Context: an optimization exercise on an open-source flow, tuned for a short achievable clock period and few clock cycles. The choices shown serve that exercise and are no tape-out recipe.
Function was checked by simulation only, so behaviour that the tests miss may differ from the original.
No activity file was given, so power comes from the tool's default toggle rates.

Setup of 03-19:
==> flow/design.v <==
`timescale 1ns/100ps
`default_nettype none
module cache_way #(
    parameter int S_INDEX = 3
) (
    input wire logic clk,
    input wire logic rst_n_i,
    input wire logic [S_INDEX-1:0] index_i,
    input wire logic [31-5-S_INDEX:0] req_tag_i,
    input wire logic [2**S_INDEX-1:0] set_sel_i,
    input wire logic load_i,
    input wire logic [255:0] line_i,
    input wire logic load_dirty_i,
    input wire logic write_i,
    input wire logic [31:0] byte_en_i,
    input wire logic [255:0] wdata_i,
    output logic [255:0] rline_o,
    output logic [31-5-S_INDEX:0] tag_o,
    output logic valid_o,
    output logic dirty_o,
    output logic hit_o
);
    localparam int LINE_BITS = 256;
    localparam int MASK_BITS = LINE_BITS / 8;
    localparam int OFFSET_BITS = 5;
    localparam int TAG_BITS = 32 - OFFSET_BITS - S_INDEX;
    localparam int NUM_SETS = 2 ** S_INDEX;
    logic [LINE_BITS-1:0] data_q [NUM_SETS];
    logic [TAG_BITS-1:0] tag_q [NUM_SETS];
    logic [NUM_SETS-1:0] valid_q;
    logic [NUM_SETS-1:0] dirty_q;
    logic [NUM_SETS-1:0] match;
    logic [NUM_SETS-1:0] index_sel;
    always_comb begin
        for (int s = 0; s < NUM_SETS; s++) begin
            match[s] = valid_q[s] && (tag_q[s] == req_tag_i);
            index_sel[s] = (index_i == S_INDEX'(s));
        end
    end
    assign hit_o = |(match & index_sel);
    always_ff @(posedge clk) begin
        for (int s = 0; s < NUM_SETS; s++) begin
            for (int b = 0; b < MASK_BITS; b++) begin
                if (load_i && set_sel_i[s]) begin
                    data_q[s][8*b +: 8] <= line_i[8*b +: 8];
                end else if (write_i && set_sel_i[s] && byte_en_i[b]) begin
                    data_q[s][8*b +: 8] <= wdata_i[8*b +: 8];
                end
            end
        end
    end
    always_ff @(posedge clk) begin
        for (int s = 0; s < NUM_SETS; s++) begin
            if (load_i && set_sel_i[s]) begin
                tag_q[s] <= req_tag_i;
            end
        end
    end
    always_ff @(posedge clk or negedge rst_n_i) begin
        if (!rst_n_i) begin
            valid_q <= '0;
            dirty_q <= '0;
        end else begin
            for (int s = 0; s < NUM_SETS; s++) begin
                if (load_i && set_sel_i[s]) begin
                    valid_q[s] <= 1'b1;
                    dirty_q[s] <= load_dirty_i;
                end else if (write_i && set_sel_i[s]) begin
                    dirty_q[s] <= 1'b1;
                end
            end
        end
    end
    always_comb begin
        rline_o = data_q[index_i];
        tag_o = tag_q[index_i];
        valid_o = valid_q[index_i];
        dirty_o = dirty_q[index_i];
    end
endmodule
`default_nettype wire
`timescale 1ns/100ps
`default_nettype none
module cache_way_select #(
    parameter int S_INDEX = 3
) (
    input wire logic clk,
    input wire logic rst_n_i,
    input wire logic [S_INDEX-1:0] index_i,
    input wire logic [2**S_INDEX-1:0] set_sel_i,
    input wire logic [255:0] rline0_i,
    input wire logic [255:0] rline1_i,
    input wire logic [31-5-S_INDEX:0] tag0_i,
    input wire logic [31-5-S_INDEX:0] tag1_i,
    input wire logic [1:0] valid_i,
    input wire logic [1:0] dirty_i,
    input wire logic lru_load_i,
    input wire logic lru_way_i,
    output logic victim_o,
    output logic victim_dirty_o,
    output logic [255:0] lru_line_o,
    output logic [31-5:0] victim_line_addr_o
);
    localparam int NUM_SETS = 2 ** S_INDEX;
    logic [NUM_SETS-1:0] lru_q;
    assign victim_o = ~lru_q[index_i];
    assign victim_dirty_o = victim_o ? (valid_i[1] && dirty_i[1]) : (valid_i[0] && dirty_i[0]);
    assign lru_line_o = victim_o ? rline1_i : rline0_i;
    assign victim_line_addr_o = {(victim_o ? tag1_i : tag0_i), index_i};
    always_ff @(posedge clk or negedge rst_n_i) begin
        if (!rst_n_i) begin
            lru_q <= '0;
        end else begin
            for (int s = 0; s < NUM_SETS; s++) begin
                if (lru_load_i && set_sel_i[s]) lru_q[s] <= lru_way_i;
            end
        end
    end
endmodule
`default_nettype wire
`timescale 1ns/100ps
`default_nettype none
module cache_control #(
    parameter int S_INDEX = 3
) (
    input wire logic clk,
    input wire logic rst_n_i,
    input wire logic mem_read_i,
    input wire logic mem_write_i,
    input wire logic [31:0] mem_addr_i,
    input wire logic pmem_resp_i,
    input wire logic [255:0] fill_line_i,
    input wire logic [1:0] hit_i,
    input wire logic victim_i,
    input wire logic victim_dirty_i,
    input wire logic [255:0] rline0_i,
    input wire logic [255:0] rline1_i,
    input wire logic [255:0] lru_line_i,
    input wire logic [31-5:0] victim_line_addr_i,
    output logic [2**S_INDEX-1:0] set_sel_o,
    output logic [1:0] load_o,
    output logic [255:0] load_line_o,
    output logic [1:0] write_o,
    output logic lru_load_o,
    output logic lru_way_o,
    output logic [255:0] mem_rdata_o,
    output logic mem_resp_o,
    output logic pmem_read_o,
    output logic pmem_write_o,
    output logic [31:0] pmem_address_o,
    output logic [255:0] pmem_wdata_o
);
    localparam int OFFSET_BITS = 5;
    localparam int NUM_SETS = 2 ** S_INDEX;
    logic resp_q;
    logic wb_q;
    logic rd_q;
    logic resp_n_q;
    logic wb_n_q;
    logic rd_n_q;
    logic resp_d;
    logic wb_d;
    logic rd_d;
    logic wb;
    logic rd;
    logic [1:0] load_d;
    logic [1:0] write_d;
    logic lru_load_d;
    logic [1:0] load_q;
    logic [1:0] write_q;
    logic lru_load_q;
    logic lru_way_q;
    logic [NUM_SETS-1:0] set_sel_q;
    logic [255:0] rdata_q;
    logic [255:0] fill_q;
    logic [255:0] wdata_q;
    logic [31-OFFSET_BITS:0] paddr_q;
    logic idle;
    logic req;
    logic hit;
    logic fill;
    logic [S_INDEX-1:0] index;
    assign req = mem_read_i || mem_write_i;
    assign wb = !wb_n_q;
    assign rd = !rd_n_q;
    assign idle = resp_n_q && wb_n_q && rd_n_q;
    assign hit = |hit_i;
    assign fill = rd && pmem_resp_i;
    assign index = mem_addr_i[OFFSET_BITS +: S_INDEX];
    always_comb begin
        resp_d = 1'b0;
        wb_d = wb;
        rd_d = rd;
        write_d = '0;
        lru_load_d = 1'b0;
        load_d = '0;
        if (idle && req) begin
            if (hit) begin
                resp_d = 1'b1;
                lru_load_d = 1'b1;
                write_d = mem_write_i ? hit_i : 2'b00;
            end else if (victim_dirty_i) begin
                wb_d = 1'b1;
            end else begin
                rd_d = 1'b1;
            end
        end
        if (wb && pmem_resp_i) begin
            wb_d = 1'b0;
            rd_d = 1'b1;
        end
        if (fill) begin
            rd_d = 1'b0;
            resp_d = 1'b1;
            lru_load_d = 1'b1;
            load_d = victim_i ? 2'b10 : 2'b01;
        end
    end
    always_ff @(posedge clk or negedge rst_n_i) begin
        if (!rst_n_i) begin
            resp_q <= 1'b0;
            wb_q <= 1'b0;
            rd_q <= 1'b0;
            resp_n_q <= 1'b1;
            wb_n_q <= 1'b1;
            rd_n_q <= 1'b1;
            load_q <= '0;
            write_q <= '0;
            lru_load_q <= 1'b0;
        end else begin
            resp_q <= resp_d;
            wb_q <= wb_d;
            rd_q <= rd_d;
            resp_n_q <= !resp_d;
            wb_n_q <= !wb_d;
            rd_n_q <= !rd_d;
            load_q <= load_d;
            write_q <= write_d;
            lru_load_q <= lru_load_d;
        end
    end
    always_ff @(posedge clk) begin
        for (int s = 0; s < NUM_SETS; s++) set_sel_q[s] <= (index == S_INDEX'(s));
        lru_way_q <= rd ? victim_i : hit_i[1];
        wdata_q <= lru_line_i;
        paddr_q <= (victim_dirty_i && !rd && !(wb && pmem_resp_i)) ? victim_line_addr_i
                                                                         : mem_addr_i[31:OFFSET_BITS];
        rdata_q <= rd ? fill_line_i : (hit_i[1] ? rline1_i : rline0_i);
        fill_q <= fill_line_i;
    end
    assign set_sel_o = set_sel_q;
    assign load_o = load_q;
    assign load_line_o = fill_q;
    assign write_o = write_q;
    assign lru_load_o = lru_load_q;
    assign lru_way_o = lru_way_q;
    assign mem_rdata_o = rdata_q;
    assign mem_resp_o = resp_q;
    assign pmem_read_o = rd_q;
    assign pmem_write_o = wb_q;
    assign pmem_address_o = {paddr_q, OFFSET_BITS'(0)};
    assign pmem_wdata_o = wdata_q;
endmodule
`default_nettype wire
`timescale 1ns/100ps
`default_nettype none
module cache_top #(
    parameter int S_INDEX = 3
) (
    input wire logic clk,
    input wire logic rst_n_i,
    input wire logic mem_read_i,
    input wire logic mem_write_i,
    input wire logic [31:0] mem_addr_i,
    input wire logic [31:0] mem_byte_enable_i,
    input wire logic [255:0] mem_wdata_i,
    output logic [255:0] mem_rdata_o,
    output logic mem_resp_o,
    output logic pmem_read_o,
    output logic pmem_write_o,
    output logic [31:0] pmem_address_o,
    output logic [255:0] pmem_wdata_o,
    input wire logic [255:0] pmem_rdata_i,
    input wire logic pmem_resp_i
);
    localparam int TAG_BITS = 32 - 5 - S_INDEX;
    localparam int MASK_BITS = 32;
    logic [S_INDEX-1:0] index;
    logic [TAG_BITS-1:0] req_tag;
    logic victim;
    logic victim_dirty;
    logic lru_load;
    logic lru_way;
    logic [1:0] load;
    logic [255:0] load_line;
    logic [2**S_INDEX-1:0] set_sel;
    logic [1:0] write;
    logic [255:0] fill_line;
    logic [255:0] lru_line;
    logic [31-5:0] victim_line_addr;
    logic [255:0] rline [2];
    logic [TAG_BITS-1:0] tag [2];
    logic [1:0] valid;
    logic [1:0] dirty;
    logic [1:0] way_hit;
    assign index = mem_addr_i[5 +: S_INDEX];
    assign req_tag = mem_addr_i[31 -: TAG_BITS];
    always_comb begin
        for (int b = 0; b < MASK_BITS; b++) begin
            fill_line[8*b +: 8] = (mem_write_i && mem_byte_enable_i[b]) ? mem_wdata_i[8*b +: 8]
                                                                         : pmem_rdata_i[8*b +: 8];
        end
    end
    cache_control #(.S_INDEX(S_INDEX)) cache_control_i (
        .clk, .rst_n_i,
        .mem_read_i, .mem_write_i, .mem_addr_i, .pmem_resp_i, .fill_line_i(fill_line),
        .hit_i(way_hit), .victim_i(victim), .victim_dirty_i(victim_dirty),
        .rline0_i(rline[0]), .rline1_i(rline[1]),
        .lru_line_i(lru_line), .victim_line_addr_i(victim_line_addr),
        .set_sel_o(set_sel), .load_o(load), .load_line_o(load_line), .write_o(write),
        .lru_load_o(lru_load), .lru_way_o(lru_way),
        .mem_rdata_o, .mem_resp_o, .pmem_read_o, .pmem_write_o, .pmem_address_o, .pmem_wdata_o
    );
    for (genvar w = 0; w < 2; w++) begin : g_way
        cache_way #(.S_INDEX(S_INDEX)) cache_way_i (
            .clk, .rst_n_i,
            .index_i(index), .req_tag_i(req_tag), .set_sel_i(set_sel),
            .load_i(load[w]), .line_i(load_line), .load_dirty_i(mem_write_i),
            .write_i(write[w]), .byte_en_i(mem_byte_enable_i), .wdata_i(mem_wdata_i),
            .rline_o(rline[w]), .tag_o(tag[w]), .valid_o(valid[w]), .dirty_o(dirty[w]),
            .hit_o(way_hit[w])
        );
    end
    cache_way_select #(.S_INDEX(S_INDEX)) cache_way_select_i (
        .clk, .rst_n_i, .index_i(index), .set_sel_i(set_sel),
        .rline0_i(rline[0]), .rline1_i(rline[1]), .tag0_i(tag[0]), .tag1_i(tag[1]),
        .valid_i(valid), .dirty_i(dirty), .lru_load_i(lru_load), .lru_way_i(lru_way),
        .victim_o(victim), .victim_dirty_o(victim_dirty),
        .lru_line_o(lru_line), .victim_line_addr_o(victim_line_addr)
    );
endmodule
`default_nettype wire
clock: 8.0 ns
lec_check: 0
abc_clock_period_in_ps: 2000
cap_margin: 20
core_margin: 2
core_utilization: 55
setup_slack_margin: 5
slew_margin: 20
tns_end_percent: 100
run.sh (not shown) runs the stock make flow with config.mk's settings and CLKGATE_MAP_FILE= SYNTH_SCRIPT=/design/flow/synth_recipe.tcl, a recipe that flattens the netlist after the stock synthesis.
03-19 closes out successfully: all stages finished, all timing, DRC and antenna checks passed.
Testbench counts of 03-19, summed over its fixed seeds: cycles 146,094.
The inputs of 04-27 differ from those of 03-19 as listed below.
-- flow/design.v --
<<< 03-19, line 246
        paddr_q <= (victim_dirty_i && !rd && !(wb && pmem_resp_i)) ? victim_line_addr_i
                                                                         : mem_addr_i[31:OFFSET_BITS];
        rdata_q <= rd ? fill_line_i : (hit_i[1] ? rline1_i : rline0_i);
        fill_q <= fill_line_i;
    end
>>> 04-27, line 246
        paddr_q <= (victim_dirty_i && !rd && !(wb && pmem_resp_i)) ? victim_line_addr_i
                                                                         : mem_addr_i[31:OFFSET_BITS];
        rdata_q <= hit_i[1] ? rline1_i : (rd ? fill_line_i : rline0_i);
        fill_q <= fill_line_i;
    end
Findings:
Lower total wirelength of the detailed-routed design goes to 03-19 over 04-27.
Diff 03-19 -> 04-27 | final core utilization | increase of 0.36 points
Between 04-27 and 03-19, the minimum period implied by the final worst setup slack is higher for 03-19.
On share of synthesized cell area in and, or, nand and nor gates, 04-27 and 03-19 are basically level.
[compare] base=03-19 new=04-27: post-layout total power went up about 1.8%, final critical-path setup slack went up 0.025 ns, final hold violation count held, worst-case register-to-register setup slack went up 0.17 ns, power density of the placed cells went up 1.3%.
In the tables for 04-27 and 03-19, pin count of the biggest net entering global routing reads higher with 04-27.
Testbench counts of 04-27, summed over its fixed seeds: cycles 146,094.

[afterwards: timing with drivers on the ports]
The flow's constraints put no driver on any port. The routed layouts listed below were extracted and timed again, unchanged, in two steps. Step 1 (the two cells are an assumption about what drives the block):
set clk [get_ports {clk}]
set_driving_cell -lib_cell sky130_fd_sc_hd__clkbuf_16 $clk
set_driving_cell -lib_cell sky130_fd_sc_hd__buf_2 [delete_from_list [all_inputs] $clk]
Step 2 times the ports against the registers' clock, not the clock port: input delays grow and output delays shrink by t, the midpoint of the rising clock arrivals with the driver on. a / b / c = no drivers / after step 1 / after step 2; a / b = the first two.
run | t, ns | setup WS [ns] | worst setup path after step 2 | worst register clock-pin slew, ns
03-19 | 1.257 | 4.595 / 4.398 / 3.140 | input to register | 0.07 / 0.07
04-27 | 1.257 | 4.620 / 4.316 / 3.059 | input to register | 0.07 / 0.07
After both steps every run listed still meets setup and hold. The setup slack of 04-27, which loses most, moves by -0.304 ns with the drivers and by -1.561 ns with both steps.
